Source: an optimization exercise on an open RTL-to-GDS flow (aim: small area, a short achievable clock period and few clock cycles per item). Production flows keep margins and buffers that such runs may drop. Function was checked by simulation only, so behaviour that the tests miss may differ from the original. Power figures rest on the tool's default switching activity, not on a simulated workload.

Design ldpc_dec_top, start of the top module:
module ldpc_dec_top (
  input  logic         clk,
  input  logic         rst,
  input  logic         cyc,
  input  logic         stb,
  input  logic         we,
  input  logic [7:0]   adr,
  input  logic [31:0]  dat_w,
  output logic [31:0]  dat_r,
  output logic         ack
);
Size in the first run: roughly 190 flip-flops, ~78 I/O pins, about 0.010 mm^2 of cells after synthesis.
==> flow/config.mk <==
export PLATFORM = sky130hd
export DESIGN_NAME = ldpc_dec_top
export DESIGN_NICKNAME = ldpc_dec_top
export VERILOG_FILES = /design/flow/design.v
export SDC_FILE = /design/flow/constraint.sdc
export NUM_CORES = 4
export LEC_CHECK = 0
export ABC_AREA = 1
export CAP_MARGIN = 20
export CORE_MARGIN = 2
export CORE_UTILIZATION = 50
export CTS_BUF_LIST = sky130_fd_sc_hd__clkbuf_4 sky130_fd_sc_hd__clkbuf_8
export SETUP_SLACK_MARGIN = 1.5
export SLEW_MARGIN = 20
export SYNTH_HIERARCHICAL = 1
export SYNTH_MINIMUM_KEEP_SIZE = 0
==> flow/constraint.sdc <==
create_clock -name core_clock -period 4.0 [get_ports {clk}]
set_input_delay 0.8000 -clock core_clock [delete_from_list [all_inputs] [get_ports {clk}]]
set_output_delay 0.8000 -clock core_clock [all_outputs]
set_load 0.01 [all_outputs]
run.sh (not shown) runs the stock make flow with config.mk's settings and CLKGATE_MAP_FILE= SYNTH_SCRIPT=/design/flow/synth_recipe.tcl, a recipe that flattens the netlist after the stock synthesis.
Testbench counts at the start, summed over its fixed seeds: cycles 3,008, items 64.
Edit:
--- a/flow/design.v
+++ b/flow/design.v
@@ -25,35 +25,43 @@
   localparam int NG   = 2;              
   localparam int GS   = ND / NG;        
   localparam int PIPE = 1;              
   logic [7:0]     w [NW];
   logic           ready, run;
   logic [GS:0]    ring;                 
   logic [GS-1:0]  rph;                  
   logic [GS-1:0]  wph;                  
   logic           wlast;                
-  logic           req, wr, lo_ok, is_stat, go;
+  logic           req, wr, in_win, is_stat, go;
   logic [NW-1:0]  asel, sel;
   logic [7:0]     gm [NG];
   logic [7:0]     gq [NG];
   logic [7:0]     gf [NG];
   logic [7:0]     rw, rd, gc;
   logic           gc7;
   assign req     = cyc & stb;
   assign ack     = req;
   assign wr      = req & we;
   assign is_stat = adr == 8'h41;
   assign go      = wr & (adr == 8'h40) & dat_w[0];
-  assign lo_ok = (adr[7:5] == 3'b000) & ~run;
+  logic [3:0] p;   
+  logic [4:0] q;   
+  logic       hi0;
   always_comb begin
+    for (int j = 0; j < 4; j++)
+      p[j] = ~run & (adr[1:0] == 2'(j));
+    for (int k = 0; k < 5; k++)
+      q[k] = adr[4:2] == 3'(k);
     for (int i = 0; i < NW; i++)
-      asel[i] = lo_ok & (adr[4:0] == 5'(i));
+      asel[i] = p[i % 4] & q[i / 4];
   end
+  assign hi0    = adr[7:5] == 3'b000;
+  assign in_win = hi0 & (adr[4:2] <= 3'd4);
   assign rph   = ring[GS-1:0];
   assign wph   = ring[GS:1];
   assign wlast = ring[GS];
   always_comb begin
     for (int i = 0; i < NW; i++)
       sel[i] = asel[i] | ((i < ND) ? rph[i % GS] : 1'b0);
   end
   always_comb begin
     rw = '0;
@@ -383,28 +391,28 @@
     assign _227_ = _225_ & ~(_226_);
     assign _228_ = _223_ & ~(_227_);
     assign _229_ = _228_ | _221_;
     assign _231_ = _217_ & ~(_229_);
     assign y[0] = _231_ | _207_;
     assign y[7] = x[7];
   end
   logic [2:0] sx;
   for (genvar c = 0; c < 3; c++) begin : g_sx
-    ldpc_sbit u_sx (.a(gm[0][7]), .b(gm[1][7]), .c(gc7), .en(~run), .y(sx[c]));
+    ldpc_sbit u_sx (.a(gm[0][7]), .b(gm[1][7]), .c(gc7), .en(in_win), .y(sx[c]));
   end
-  assign rd    = rw & {8{~run}};
-  assign dat_r = {{8{sx[2]}}, {8{sx[1]}}, {8{sx[0]}}, rd[7:1], rd[0] | (is_stat & (ready | wlast))};
+  assign rd    = rw;
+  assign dat_r = in_win ? {{8{sx[2]}}, {8{sx[1]}}, {8{sx[0]}}, rd} : {31'b0, is_stat & (ready | wlast)};
   always_ff @(posedge clk) begin
     for (int i = 0; i < NW; i++) begin
       if (i < ND && run) begin
         if (wph[i % GS])
           w[i] <= gf[i / GS];
-      end else if (wr && asel[i]) begin
+      end else if (wr && hi0 && asel[i]) begin
         w[i] <= dat_w[7:0];
       end
     end
   end
   always_ff @(posedge clk) begin
     if (rst) begin
       run   <= 1'b0;
       ready <= 1'b0;
       ring  <= '0;
@@ -412,14 +420,14 @@
       ring <= ring << 1;
       if (wlast) begin
         run   <= 1'b0;
         ready <= 1'b1;
       end
     end else if (go) begin
       run   <= 1'b1;
       ready <= 1'b0;
       ring  <= (GS+1)'(1);
-    end else if (wr && asel != '0) begin
+    end else if (wr && in_win) begin
       ready <= 1'b0;
     end
   end
 endmodule
Result: The changed run passed the timing, DRC and antenna checks. Total power rose by 13%. Count of clock-buffer cells in the layout fell by 1. Worst setup slack gets better by 0.056 ns. Synthesized cell count rose by 1.7%. Die area fell by 0.92%.
Testbench counts after the change, summed over its fixed seeds: cycles 3,008, items 64.

---

Another version of the RTL of ldpc_dec_top (not shown whole).
Size: ~1100 cells after synthesis, ~190 flip-flops, about 10000 um2 of cells after synthesis.
==> module ldpc_dec_top, before the edit <==
module ldpc_dec_top (
  input  logic         clk,
  input  logic         rst,
  input  logic         cyc,
  input  logic         stb,
  input  logic         we,
  input  logic [7:0]   adr,
  input  logic [31:0]  dat_w,
  output logic [31:0]  dat_r,
  output logic         ack
);
  localparam int NW   = 20;
  localparam int ND   = 18;
  localparam int NG   = 2;              
  localparam int GS   = ND / NG;        
  localparam int PIPE = 1;              
  logic [7:0]     w [NW];
  logic           ready, run;
  logic [GS:0]    ring;                 
  logic [GS-1:0]  rph;                  
  logic [GS-1:0]  wph;                  
  logic           wlast;                
  logic           req, wr, in_win, is_stat, go;
  logic [NW-1:0]  asel, sel;
  logic [7:0]     gm [NG];
  logic [7:0]     gq [NG];
  logic [7:0]     gf [NG];
  logic [7:0]     rw, rd;
  assign req     = cyc & stb;
  assign ack     = req;
  assign wr      = req & we;
  assign is_stat = adr == 8'h41;
  assign go      = wr & (adr == 8'h40) & dat_w[0];
  logic [3:0] p;   
  logic [4:0] q;   
  logic       hi0;
  always_comb begin
    for (int j = 0; j < 4; j++)
      p[j] = ~run & (adr[1:0] == 2'(j));
    for (int k = 0; k < 5; k++)
      q[k] = adr[4:2] == 3'(k);
    for (int i = 0; i < NW; i++)
      asel[i] = p[i % 4] & q[i / 4];
  end
  assign hi0    = adr[7:5] == 3'b000;
  assign in_win = hi0 & (adr[4:2] <= 3'd4);
  assign rph   = ring[GS-1:0] | GS'(go);
  assign wph   = ring[GS:1];
  assign wlast = ring[GS];
  always_comb begin
    for (int i = 0; i < NW; i++)
      sel[i] = asel[i] | ((i < ND) ? rph[i % GS] : 1'b0);
  end
  always_comb begin
    rw = '0;
    for (int g = 0; g < NG; g++) begin
      gm[g] = '0;
      for (int j = 0; j < GS; j++)
        gm[g] = gm[g] | ({8{sel[g*GS+j]}} & w[g*GS+j]);
      rw = rw | gm[g];
    end
    for (int i = ND; i < NW; i++)
      rw = rw | ({8{sel[i]}} & w[i]);
  end
  for (genvar g = 0; g < NG; g++) begin : g_unit
    if (PIPE) begin : g_pipe
      always_ff @(posedge clk) gq[g] <= gm[g];
    end else begin : g_comb
      assign gq[g] = gm[g];
    end
    ldpc_fdec u_f (.x(gq[g]), .y(gf[g]));
  end
  assign rd    = rw;
  assign dat_r = in_win ? {{24{rd[7]}}, rd} : {31'b0, is_stat & (ready | wlast)};
  always_ff @(posedge clk) begin
    for (int i = 0; i < NW; i++) begin
      if (i < ND && run) begin
        if (wph[i % GS])
          w[i] <= gf[i / GS];
      end else if (wr && hi0 && asel[i]) begin
        w[i] <= dat_w[7:0];
      end
    end
  end
  always_ff @(posedge clk) begin
    if (rst) begin
      run   <= 1'b0;
      ready <= 1'b0;
      ring  <= '0;
    end else if (run) begin
      ring <= ring << 1;
      if (wlast) begin
        run   <= 1'b0;
        ready <= 1'b1;
      end
    end else if (go) begin
      run   <= 1'b1;
      ready <= 1'b0;
      ring  <= (GS+1)'(2);   
    end else if (wr && in_win) begin
      ready <= 1'b0;
    end
  end
endmodule
export LEC_CHECK = 0
export ABC_AREA = 1
export CAP_MARGIN = 20
export CORE_MARGIN = 2
export CORE_UTILIZATION = 50
export CTS_BUF_LIST = sky130_fd_sc_hd__clkbuf_4 sky130_fd_sc_hd__clkbuf_8
export SETUP_SLACK_MARGIN = 1.5
export SLEW_MARGIN = 20
create_clock -name core_clock -period 4.0 [get_ports {clk}]
Testbench counts at the start, summed over its fixed seeds: cycles 2,944, items 64.
Then changed:
--- a/flow/design.v
+++ b/flow/design.v
@@ -334,9 +334,9 @@
   logic [GS:0]    ring;                 
   logic [GS-1:0]  rph;                  
   logic [GS-1:0]  wph;                  
   logic           wlast;                
-  logic           req, wr, in_win, is_stat, go;
+  logic           req, wr, lo_ok, is_stat, go;
   logic [NW-1:0]  asel, sel;
   logic [7:0]     gm [NG];
   logic [7:0]     gq [NG];
   logic [7:0]     gf [NG];
@@ -345,21 +345,13 @@
   assign ack     = req;
   assign wr      = req & we;
   assign is_stat = adr == 8'h41;
   assign go      = wr & (adr == 8'h40) & dat_w[0];
-  logic [3:0] p;   
-  logic [4:0] q;   
-  logic       hi0;
+  assign lo_ok = (adr[7:5] == 3'b000) & ~run;
   always_comb begin
-    for (int j = 0; j < 4; j++)
-      p[j] = ~run & (adr[1:0] == 2'(j));
-    for (int k = 0; k < 5; k++)
-      q[k] = adr[4:2] == 3'(k);
     for (int i = 0; i < NW; i++)
-      asel[i] = p[i % 4] & q[i / 4];
+      asel[i] = lo_ok & (adr[4:0] == 5'(i));
   end
-  assign hi0    = adr[7:5] == 3'b000;
-  assign in_win = hi0 & (adr[4:2] <= 3'd4);
   assign rph   = ring[GS-1:0] | GS'(go);
   assign wph   = ring[GS:1];
   assign wlast = ring[GS];
   always_comb begin
@@ -384,16 +376,16 @@
       assign gq[g] = gm[g];
     end
     ldpc_fdec u_f (.x(gq[g]), .y(gf[g]));
   end
-  assign rd    = rw;
-  assign dat_r = in_win ? {{24{rd[7]}}, rd} : {31'b0, is_stat & (ready | wlast)};
+  assign rd    = rw & {8{~run}};
+  assign dat_r = {{24{rd[7]}}, rd[7:1], rd[0] | (is_stat & (ready | wlast))};
   always_ff @(posedge clk) begin
     for (int i = 0; i < NW; i++) begin
       if (i < ND && run) begin
         if (wph[i % GS])
           w[i] <= gf[i / GS];
-      end else if (wr && hi0 && asel[i]) begin
+      end else if (wr && asel[i]) begin
         w[i] <= dat_w[7:0];
       end
     end
   end
@@ -411,9 +403,9 @@
     end else if (go) begin
       run   <= 1'b1;
       ready <= 1'b0;
       ring  <= (GS+1)'(2);   
-    end else if (wr && in_win) begin
+    end else if (wr && asel != '0) begin
       ready <= 1'b0;
     end
   end
 endmodule
Result:
- The new run produced a clean layout
- worst setup slack is better by 0.0095 ns
- fmax is about the same
- core utilization drops by 0.89 points
- global-route usage drops by 1.9 points
- final cell count climbs by 1.7%
- non-clock buffer count drops by 13
- flip-flop and latch count stays the same
Testbench counts after the change, summed over its fixed seeds: cycles 2,944, items 64.

---

ldpc_dec_top, a different RTL version from the one above (not shown whole).
Size in the first run: ~1,200 cells after synthesis, roughly 190 flip-flops, about 78 I/O pins.
==> module ldpc_dec_top, before the edit <==
module ldpc_dec_top (
  input  logic         clk,
  input  logic         rst,
  input  logic         cyc,
  input  logic         stb,
  input  logic         we,
  input  logic [7:0]   adr,
  input  logic [31:0]  dat_w,
  output logic [31:0]  dat_r,
  output logic         ack
);
  localparam int NW   = 20;
  localparam int ND   = 18;
  localparam int NG   = 2;              
  localparam int GS   = ND / NG;        
  localparam int PIPE = 1;              
  logic [7:0]     w [NW];
  logic           ready, run;
  logic [GS:0]    ring;                 
  logic [GS-1:0]  rph;                  
  logic [GS-1:0]  wph;                  
  logic           wlast;                
  logic           req, wr, lo_ok, is_stat, go;
  logic [NW-1:0]  asel, sel;
  logic [7:0]     gm [NG];
  logic [7:0]     gq [NG];
  logic [7:0]     gf [NG];
  logic [7:0]     rw, rd;
  assign req     = cyc & stb;
  assign ack     = req;
  assign wr      = req & we;
  assign is_stat = adr == 8'h41;
  assign go      = wr & (adr == 8'h40) & dat_w[0];
  assign lo_ok = (adr[7:5] == 3'b000) & ~run;
  always_comb begin
    for (int i = 0; i < NW; i++)
      asel[i] = lo_ok & (adr[4:0] == 5'(i));
  end
  assign rph   = ring[GS-1:0];
  assign wph   = ring[GS:1];
  assign wlast = ring[GS];
  always_comb begin
    for (int i = 0; i < NW; i++)
      sel[i] = asel[i] | ((i < ND) ? rph[i % GS] : 1'b0);
  end
  always_comb begin
    rw = '0;
    for (int g = 0; g < NG; g++) begin
      gm[g] = '0;
      for (int j = 0; j < GS; j++)
        gm[g] = gm[g] | ({8{sel[g*GS+j]}} & w[g*GS+j]);
      rw = rw | gm[g];
    end
    for (int i = ND; i < NW; i++)
      rw = rw | ({8{sel[i]}} & w[i]);
  end
  for (genvar g = 0; g < NG; g++) begin : g_unit
    if (PIPE) begin : g_pipe
      always_ff @(posedge clk) gq[g] <= gm[g];
    end else begin : g_comb
      assign gq[g] = gm[g];
    end
    ldpc_fdec u_f (.x(gq[g]), .y(gf[g]));
  end
  assign rd    = rw & {8{~run}};
  assign dat_r = {{24{rd[7]}}, rd[7:1], rd[0] | (is_stat & (ready | wlast))};
  always_ff @(posedge clk) begin
    for (int i = 0; i < NW; i++) begin
      if (i < ND && run) begin
        if (wph[i % GS])
          w[i] <= gf[i / GS];
      end else if (wr && asel[i]) begin
        w[i] <= dat_w[7:0];
      end
    end
  end
  always_ff @(posedge clk) begin
    if (rst) begin
      run   <= 1'b0;
      ready <= 1'b0;
      ring  <= '0;
    end else if (run) begin
      ring <= ring << 1;
      if (wlast) begin
        run   <= 1'b0;
        ready <= 1'b1;
      end
    end else if (go) begin
      run   <= 1'b1;
      ready <= 1'b0;
      ring  <= (GS+1)'(1);
    end else if (wr && asel != '0) begin
      ready <= 1'b0;
    end
  end
endmodule
clock: 4.0 ns
lec_check: 0
abc_area: 1
cap_margin: 20
core_margin: 2
core_utilization: 40
setup_slack_margin: 1.0
slew_margin: 20
Testbench counts at the start, summed over its fixed seeds: cycles 3,008, items 64.
==> next run, changes <==
--- a/flow/design.v
+++ b/flow/design.v
@@ -331,32 +331,29 @@
   localparam int PIPE = 1;              
   logic [7:0]     w [NW];
   logic           ready, run;
-  logic [GS:0]    ring;                 
   logic [GS-1:0]  rph;                  
   logic [GS-1:0]  wph;                  
   logic           wlast;                
-  logic           req, wr, lo_ok, is_stat, go;
+  logic           req, wr, in_win, is_stat, go;
   logic [NW-1:0]  asel, sel;
   logic [7:0]     gm [NG];
   logic [7:0]     gq [NG];
   logic [7:0]     gf [NG];
-  logic [7:0]     rw, rd;
+  logic [7:0]     rw;
   assign req     = cyc & stb;
   assign ack     = req;
   assign wr      = req & we;
+  assign in_win  = adr < 8'(NW);
   assign is_stat = adr == 8'h41;
   assign go      = wr & (adr == 8'h40) & dat_w[0];
-  assign lo_ok = (adr[7:5] == 3'b000) & ~run;
   always_comb begin
-    for (int i = 0; i < NW; i++)
-      asel[i] = lo_ok & (adr[4:0] == 5'(i));
-  end
-  assign rph   = ring[GS-1:0];
-  assign wph   = ring[GS:1];
-  assign wlast = ring[GS];
-  always_comb begin
-    for (int i = 0; i < NW; i++)
-      sel[i] = asel[i] | ((i < ND) ? rph[i % GS] : 1'b0);
+    for (int i = 0; i < NW; i++) begin
+      asel[i] = adr == 8'(i);
+      if (i < ND)
+        sel[i] = run ? rph[i % GS] : asel[i];
+      else
+        sel[i] = ~run & asel[i];
+    end
   end
   always_comb begin
     rw = '0;
@@ -377,8 +374,14 @@
     end
     ldpc_fdec u_f (.x(gq[g]), .y(gf[g]));
   end
-  assign rd    = rw & {8{~run}};
-  assign dat_r = {{24{rd[7]}}, rd[7:1], rd[0] | (is_stat & (ready | wlast))};
+  always_comb begin
+    if (in_win)
+      dat_r = {{24{rw[7]}}, rw};
+    else if (is_stat)
+      dat_r = {31'b0, ready | wlast};
+    else
+      dat_r = '0;
+  end
   always_ff @(posedge clk) begin
     for (int i = 0; i < NW; i++) begin
       if (i < ND && run) begin
@@ -389,22 +392,28 @@
       end
     end
   end
+  assign wlast = wph[GS-1];
   always_ff @(posedge clk) begin
     if (rst) begin
       run   <= 1'b0;
       ready <= 1'b0;
-      ring  <= '0;
+      rph   <= '0;
+      wph   <= '0;
     end else if (run) begin
-      ring <= ring << 1;
+      rph <= rph << 1;
+      if (PIPE) wph <= rph;
+      else      wph <= wph << 1;
       if (wlast) begin
         run   <= 1'b0;
         ready <= 1'b1;
+        wph   <= '0;
       end
     end else if (go) begin
       run   <= 1'b1;
       ready <= 1'b0;
-      ring  <= (GS+1)'(1);
-    end else if (wr && asel != '0) begin
+      rph   <= GS'(1);
+      wph   <= PIPE ? '0 : GS'(1);
+    end else if (wr && in_win) begin
       ready <= 1'b0;
     end
   end
Outcome: Setup slack degrades by 130 ps. Synthesized cell count climbs by 6.6%. First-iteration DRC count climbs by 6.8%. Area after synthesis climbs by 6.2%. Sequential share of layout area climbs by 0.15 points. Worst hold slack hardly moves. Utilization drops by 2.0 points. Clock-buffer cell count climbs by 1.
Testbench counts after the change, summed over its fixed seeds: cycles 3,008, items 64.

afterwards: timing with drivers on the ports:
The results above use ideal ports. As a check the final layouts listed here were re-extracted and re-timed, cells and wires unchanged. Step 1: set_driving_cell puts a clkbuf_16 on clk and a buf_2 on each other input, an assumption about the parent block. Step 2 times the ports against the registers' clock, not the clock port: input delays grow and output delays shrink by t, the midpoint of the rising clock arrivals with the driver on. Three values: ideal ports, drivers, drivers and shift; two values: the first two.
run	t (ns)	slack for setup (ns)	worst register clock-pin slew, ns
the first run of note 1	0.496	0.584 / 0.549 / 0.097	0.10 / 0.10
the second run of note 1	0.500	0.640 / 0.601 / 0.601	0.11 / 0.11
the first run of note 2	0.512	0.601 / 0.566 / 0.566	0.11 / 0.11
the second run of note 2	0.485	0.611 / 0.574 / 0.574	0.11 / 0.11
the first run of note 3	0.477	0.631 / 0.593 / 0.593	0.08 / 0.08
the second run of note 3	0.483	0.497 / 0.454 / 0.475	0.09 / 0.09
After both steps every run listed still meets setup and hold. For the first run of note 1, which loses most, drivers alone change the setup slack by -0.035 ns; drivers and shift together by -0.487 ns.
